This is an optimization exercise on Yosys and OpenROAD, whose aim is small area, a short achievable clock period and few clock cycles, not a production implementation.
Where RTL was checked, it was by simulation tests only, not by an equivalence proof against the original.
Power figures rest on the tool's default switching activity, not on a simulated workload.

==> flow/design.v <==
package bsm_pkg;
  localparam int PIX_W  = 8;    
  localparam int POS_W  = 4;    
  localparam int SIZE_W = 5;    
  localparam int CS_W   = 10;   
  localparam int SUM_W  = 12;   
endpackage
module bsm_ram #(
  parameter int WIDTH = 8
) (
  input  logic             clk,
  input  logic             wr,
  input  logic [WIDTH-1:0] wdata,
  input  logic [3:0]       seg,
  output logic [WIDTH-1:0] tail,
  output logic [WIDTH-1:0] tail_next
);
  logic [WIDTH-1:0] head;
  logic [WIDTH-1:0] s1;
  logic [WIDTH-1:0] sg2 [2];
  logic [WIDTH-1:0] sg4 [4];
  logic [WIDTH-1:0] sg6 [6];
  logic [WIDTH-1:0] t0;
  logic [WIDTH-1:0] m1, m2, m3, m4;
  assign m1 = seg[0] ? s1     : head;
  assign m2 = seg[1] ? sg2[1] : m1;
  assign m3 = seg[2] ? sg4[3] : m2;
  assign m4 = seg[3] ? sg6[5] : m3;
  assign tail_next = t0;
  always_ff @(posedge clk) begin
    head   <= wr ? wdata : tail;
    s1     <= head;
    sg2[0] <= m1;
    sg2[1] <= sg2[0];
    sg4[0] <= m2;
    for (int i = 1; i < 4; i++) sg4[i] <= sg4[i-1];
    sg6[0] <= m3;
    for (int i = 1; i < 6; i++) sg6[i] <= sg6[i-1];
    t0     <= m4;
    tail   <= tail_next;
  end
endmodule
import bsm_pkg::*;
module bsm_div
(
  input  logic              clk,
  input  logic              rst,
  input  logic              adv,
  input  logic              sv,
  input  logic [SUM_W-1:0]  s,
  input  logic              n9,       
  input  logic              n6,
  input  logic              n4,
  output logic              dv,
  output logic [PIX_W-1:0]  q
);
  logic        xv, x9, y9;
  logic [13:0] xa, xb, xs;
  logic [11:0] x;
  logic [14:0] x7;
  logic [11:0] y;
  logic [17:0] m;
  assign xa = n4 ? {s[10:0], 3'd0} : {s, 2'd0};
  assign xb = (n6 ? 14'({s, 1'b0}) : 14'd0) | (n4 ? 14'(s) : 14'd0);
  assign xs = xa + xb;
  assign x7 = {x, 3'd0} - 15'(x);
  assign m  = {y, 6'd0} + 18'(y) + (y9 ? 18'd568 : 18'd682);
  assign q  = m[17:10];
  always_ff @(posedge clk) begin
    if (adv) begin
      x  <= xs[13:2];
      x9 <= n9;
      y  <= x7[13:2];
      y9 <= x9;
    end
    if (rst) begin
      xv <= 1'b0;
      dv <= 1'b0;
    end else if (adv) begin
      xv <= sv;
      dv <= xv;
    end
  end
endmodule
import bsm_pkg::*;
module bsm_dp
(
  input  logic              clk,
  input  logic              rst,
  input  logic              adv,
  input  logic              ev,
  input  logic              flush,
  input  logic              mask_b,
  input  logic              rows3,
  input  logic              c0,
  input  logic              c1,
  input  logic              cl,
  input  logic [PIX_W-1:0]  pix,
  input  logic [PIX_W-1:0]  up1,
  input  logic [PIX_W-1:0]  up1_next,
  input  logic [PIX_W-1:0]  up2_next,
  output logic              sv,       
  output logic [SUM_W-1:0]  s,
  output logic              s_n9,     
  output logic              s_n6,
  output logic              s_n4
);
  logic [PIX_W:0]    ab;
  logic [CS_W-1:0]   cs, w0, w1, w2;
  logic [CS_W:0]     pair;
  logic              jv, jc1, jcl, jrows3, ep, hr3, r3, c3;
  assign r3 = jv ? jrows3 : hr3;
  assign c3 = jv && !jc1;
  assign cs = CS_W'(flush ? '0 : pix) + (mask_b ? CS_W'(up1) : CS_W'(ab));
  always_ff @(posedge clk) begin
    ab <= (PIX_W+1)'(up1_next) + (PIX_W+1)'(up2_next);
    if (adv) begin
      if (ev) begin
        if (c0) begin
          w2 <= cs;
        end else begin
          w0 <= cs;
          w1 <= c1 ? w2 : w0;
        end
      end
      pair   <= c1 ? (CS_W+1)'(w2) : (CS_W+1)'(w0) + (CS_W+1)'(w1);
      jc1    <= c1;
      jcl    <= cl;
      jrows3 <= rows3;
      s       <= SUM_W'(w0) + (ep ? SUM_W'(w1) : SUM_W'(pair));
      if (jv) begin
        hr3 <= jrows3;
      end
      s_n9 <= r3 && c3;
      s_n6 <= r3 != c3;
      s_n4 <= !r3 && !c3;
    end
    if (rst) begin
      jv <= 1'b0;
      ep <= 1'b0;
      sv <= 1'b0;
    end else if (adv) begin
      jv <= ev && !c0;
      ep <= jv && jcl;
      sv <= jv || ep;
    end
  end
endmodule
import bsm_pkg::*;
module bsm_ctrl
(
  input  logic              clk,
  input  logic              rst,
  input  logic              cfg_write,
  input  logic [SIZE_W-1:0] image_size,
  input  logic              in_valid,
  output logic              in_stall,
  input  logic [PIX_W-1:0]  pixel,
  input  logic              adv,        
  input  logic              adv_next,   
  output logic [3:0]        side_m1,
  output logic [3:0]        seg,
  output logic [PIX_W-1:0]  pix_q,
  output logic              wr,         
  output logic              ev,         
  output logic              ev_fl,      
  output logic              flushing,   
  output logic              mask_b,     
  output logic              rows3,      
  output logic              c0,         
  output logic              c1,         
  output logic              cl          
);
  logic              pv;
  logic [3:0]        row, col, hd, fcol;
  logic              r1, rg1;    
  logic              s2;         
  logic              acc, pv_n, aligned, flush_ok, last_w, fl_done;
  logic [3:0]        row_n, col_n, hd_n, fcol_n;
  logic              flushing_n, ok_next;
  logic              row0, col0, col_last, row_last, hd_last, hd_wrap, rephase;
  assign row0     = (row == 4'd0);
  assign col0     = (col == 4'd0);
  assign col_last = (col == side_m1);
  assign row_last = (row == side_m1);
  assign hd_last  = (hd == side_m1);
  assign hd_wrap  = s2 ? (hd == 4'd2) : hd_last;
  assign rephase  = row0 && col0 && !flushing;
  assign aligned  = (hd == col) || rephase;
  assign flush_ok = !flushing || row0;
  assign wr       = pv && adv && aligned && flush_ok;
  assign ev_fl    = flushing && adv && (hd == fcol);
  assign ev       = (wr && !row0) || ev_fl;
  assign mask_b   = !flushing && r1;
  assign rows3    = !flushing && rg1;
  assign c0       = (hd == 4'd0);
  assign c1       = (hd == 4'd1);
  assign cl       = hd_last;
  assign last_w   = wr && row_last && col_last;
  assign fl_done  = ev_fl && hd_last;
  assign acc  = in_valid && !in_stall;
  assign pv_n = acc || (pv && !wr);
  always_comb begin
    row_n = row;
    col_n = col;
    if (wr) begin
      if (col_last) begin
        col_n = 4'd0;
        row_n = row_last ? 4'd0 : row + 4'd1;
      end else begin
        col_n = col + 4'd1;
      end
    end
    if (cfg_write) begin
      row_n = 4'd0;
      col_n = 4'd0;
    end
    if (wr && rephase) begin
      hd_n = 4'd1;
    end else begin
      hd_n = hd_wrap ? 4'd0 : hd + 4'd1;
    end
    flushing_n = flushing;
    fcol_n     = fcol;
    if (ev_fl) begin
      fcol_n = fcol + 4'd1;
    end
    if (fl_done) begin
      flushing_n = 1'b0;
    end
    if (last_w) begin
      flushing_n = 1'b1;
      fcol_n     = 4'd0;
    end
  end
  assign ok_next = acc && ((wr && !(s2 && col_last)) || (!pv && rephase));
  always_ff @(posedge clk) begin
    if (acc) begin
      pix_q <= pixel;
    end
    s2     <= (side_m1 == 4'd1);
    seg[3] <= (side_m1 >= 4'd8);
    seg[2:0] <= (side_m1 >= 4'd8) ? 3'(side_m1 - 4'd8) :
                (side_m1 == 4'd1) ? 3'd0 : 3'(side_m1 - 4'd2);
    if (rst) begin
      side_m1  <= 4'd15;
      pv       <= 1'b0;
      row      <= 4'd0;
      r1       <= 1'b0;
      rg1      <= 1'b0;
      col      <= 4'd0;
      hd       <= 4'd0;
      fcol     <= 4'd0;
      flushing <= 1'b0;
      in_stall <= 1'b0;
    end else begin
      if (cfg_write) begin
        if (image_size[4]) begin
          side_m1 <= 4'd15;
        end else if (image_size[3:1] == 3'd0) begin
          side_m1 <= 4'd1;
        end else begin
          side_m1 <= image_size[3:0] - 4'd1;
        end
      end
      pv       <= pv_n;
      row      <= row_n;
      r1       <= (row_n == 4'd1);
      rg1      <= (row_n > 4'd1);
      col      <= col_n;
      hd       <= hd_n;
      fcol     <= fcol_n;
      flushing <= flushing_n;
      in_stall <= pv_n && !(adv_next && ok_next);
    end
  end
endmodule
import bsm_pkg::*;
module box_smoothing_3x3_edge_mean
#(
  parameter int MAX_SIDE = 16
) (
  input  logic              clk,
  input  logic              rst,
  input  logic              cfg_write,
  input  logic [SIZE_W-1:0] image_size,
  input  logic              in_valid,
  output logic              in_stall,
  input  logic [PIX_W-1:0]  pixel,
  output logic              out_valid,
  input  logic              out_stall,
  output logic [PIX_W-1:0]  smoothed,
  output logic [POS_W-1:0]  out_row,
  output logic [POS_W-1:0]  out_col,
  output logic              last_of_run,
  output logic              frame_done
);
  logic             adv, adv_next, skid_v, skid_v_n;
  logic [PIX_W-1:0] skid_q;
  logic [3:0]       side_m1, seg;
  logic [PIX_W-1:0] pix_q, up1, up2, up1_next, up2_next;
  logic             wr, ev, ev_fl, flush, mask_b, rows3, c0, c1, cl;
  logic             sv, s_n9, s_n6, s_n4, dv;
  logic [SUM_W-1:0] s;
  logic [PIX_W-1:0] q;
  logic             out_free, inc, xfer;
  logic [3:0]       nrow, ncol;
  assign adv      = !skid_v;
  assign inc      = dv && adv;
  assign out_free = !out_valid || !out_stall;
  assign xfer     = out_valid && !out_stall;
  assign skid_v_n = skid_v ? !out_free : (inc && !out_free);
  assign adv_next = !skid_v_n;
  bsm_ctrl u_ctrl (
    .clk       (clk),
    .rst       (rst),
    .cfg_write (cfg_write),
    .image_size(image_size),
    .in_valid  (in_valid),
    .in_stall  (in_stall),
    .pixel     (pixel),
    .adv       (adv),
    .adv_next  (adv_next),
    .side_m1   (side_m1),
    .seg       (seg),
    .pix_q     (pix_q),
    .wr        (wr),
    .ev        (ev),
    .ev_fl     (ev_fl),
    .flushing  (flush),
    .mask_b    (mask_b),
    .rows3     (rows3),
    .c0        (c0),
    .c1        (c1),
    .cl        (cl)
  );
  bsm_ram #(.WIDTH(PIX_W)) u_up1 (
    .clk  (clk),
    .wr   (wr),
    .wdata(pix_q),
    .seg  (seg),
    .tail (up1),
    .tail_next(up1_next)
  );
  bsm_ram #(.WIDTH(PIX_W)) u_up2 (
    .clk  (clk),
    .wr   (wr),
    .wdata(up1),
    .seg  (seg),
    .tail (up2),
    .tail_next(up2_next)
  );
  bsm_dp u_dp (
    .clk    (clk),
    .rst    (rst),
    .adv    (adv),
    .ev     (ev),
    .flush  (flush),
    .mask_b (mask_b),
    .rows3  (rows3),
    .c0     (c0),
    .c1     (c1),
    .cl     (cl),
    .pix    (pix_q),
    .up1    (up1),
    .up1_next(up1_next),
    .up2_next(up2_next),
    .sv     (sv),
    .s      (s),
    .s_n9   (s_n9),
    .s_n6   (s_n6),
    .s_n4   (s_n4)
  );
  bsm_div u_div (
    .clk  (clk),
    .rst  (rst),
    .adv  (adv),
    .sv   (sv),
    .s    (s),
    .n9   (s_n9),
    .n6   (s_n6),
    .n4   (s_n4),
    .dv   (dv),
    .q    (q)
  );
  always_comb begin
    if (out_col == side_m1) begin
      ncol = 4'd0;
      nrow = (out_row == side_m1) ? 4'd0 : out_row + 4'd1;
    end else begin
      ncol = out_col + 4'd1;
      nrow = out_row;
    end
  end
  always_ff @(posedge clk) begin
    if (adv) begin
      skid_q <= q;
    end
    if (out_free) begin
      smoothed <= skid_v ? skid_q : q;
    end
    if (rst) begin
      skid_v      <= 1'b0;
      out_valid   <= 1'b0;
      out_row     <= 4'd0;
      out_col     <= 4'd0;
      last_of_run <= 1'b1;
      frame_done  <= 1'b0;
    end else begin
      skid_v <= skid_v_n;
      if (out_free) begin
        out_valid <= skid_v || inc;
      end
      if (cfg_write) begin
        out_row     <= 4'd0;
        out_col     <= 4'd0;
        last_of_run <= !(image_size <= SIZE_W'(2));
        frame_done  <= 1'b0;
      end else if (xfer) begin
        out_row     <= nrow;
        out_col     <= ncol;
        frame_done  <= (nrow == side_m1) && (ncol == side_m1);
        if (ncol == side_m1) begin
          last_of_run <= (nrow != side_m1 - 4'd1);
        end else if (ncol == side_m1 - 4'd1) begin
          last_of_run <= 1'b0;
        end else begin
          last_of_run <= (nrow != side_m1);
        end
      end
    end
  end
endmodule
make LEC_CHECK=0 ABC_AREA=1 CAP_MARGIN=0 CORE_MARGIN=2 CORE_UTILIZATION=65 CTS_CLUSTER_DIAMETER=100 CTS_CLUSTER_SIZE=24 PLACE_DENSITY=0.75 SETUP_SLACK_MARGIN=4.0 SLEW_MARGIN=0 finish   # period 6.5 ns
run.sh (not shown) runs the stock make flow with config.mk's settings and CLKGATE_MAP_FILE= SYNTH_SCRIPT=/design/flow/synth_recipe.tcl, a recipe that flattens the netlist after the stock synthesis.
The starting point passed the timing, design-rule and antenna checks.
Then changed:
--- a/flow/design.v
+++ b/flow/design.v
@@ -107,5 +107,5 @@
 );
   logic [PIX_W:0]    ab;
-  logic [CS_W-1:0]   cs, w0, w1, w2;
+  logic [CS_W-1:0]   cs, w0, w1;
   logic [CS_W:0]     pair;
   logic              jv, jc1, jcl, jrows3, ep, hr3, r3, c3;
@@ -117,16 +117,12 @@
     if (adv) begin
       if (ev) begin
-        if (c0) begin
-          w2 <= cs;
-        end else begin
-          w0 <= cs;
-          w1 <= c1 ? w2 : w0;
-        end
+        w0 <= cs;
+        w1 <= w0;
       end
-      pair   <= c1 ? (CS_W+1)'(w2) : (CS_W+1)'(w0) + (CS_W+1)'(w1);
+      pair   <= (ev && c1) ? (CS_W+1)'(w0) : (CS_W+1)'(w0) + (CS_W+1)'(w1);
       jc1    <= c1;
       jcl    <= cl;
       jrows3 <= rows3;
-      s       <= SUM_W'(w0) + (ep ? SUM_W'(w1) : SUM_W'(pair));
+      s       <= SUM_W'(ep ? '0 : w0) + SUM_W'(pair);
       if (jv) begin
         hr3 <= jrows3;
The changed run completed with no timing, DRC or antenna violations.
Global-route usage went down by 0.77 points.
Design area went down by 3.4%.
Clock power barely changes.
Wire length went down by about 5%.
Sequential share of layout area went up by 0.16 points.
Testbench counts after the change, summed over its fixed seeds: cycles 10,935.
No functional check of the RTL was part of the first run of this note.

separate check: timing with driven ports:
Ports are ideal in the flow. The routed layouts listed here were re-timed in OpenROAD.
Step 1 assumes that a clkbuf_16 drives the clock port and a buf_2 every other input.
Step 2 times the ports against the registers' clock, not the clock port: input delays grow and output delays shrink by t, the midpoint of the rising clock arrivals with the driver on.
Three values: ideal ports, drivers, drivers and shift; two values: the first two.
run	t (ns)	setup WS [ns]	worst register clock-pin slew, ns	pins driven straight from the clock port
the first run	0.565	4.029 / 3.980 / 3.605	0.10 / 0.10	1
the second run	0.564	4.035 / 3.998 / 3.643	0.10 / 0.10	1
After both steps setup and hold are still met in every run listed. The setup slack of the first run, which loses most, moves by -0.049 ns with the drivers and by -0.424 ns with both steps.
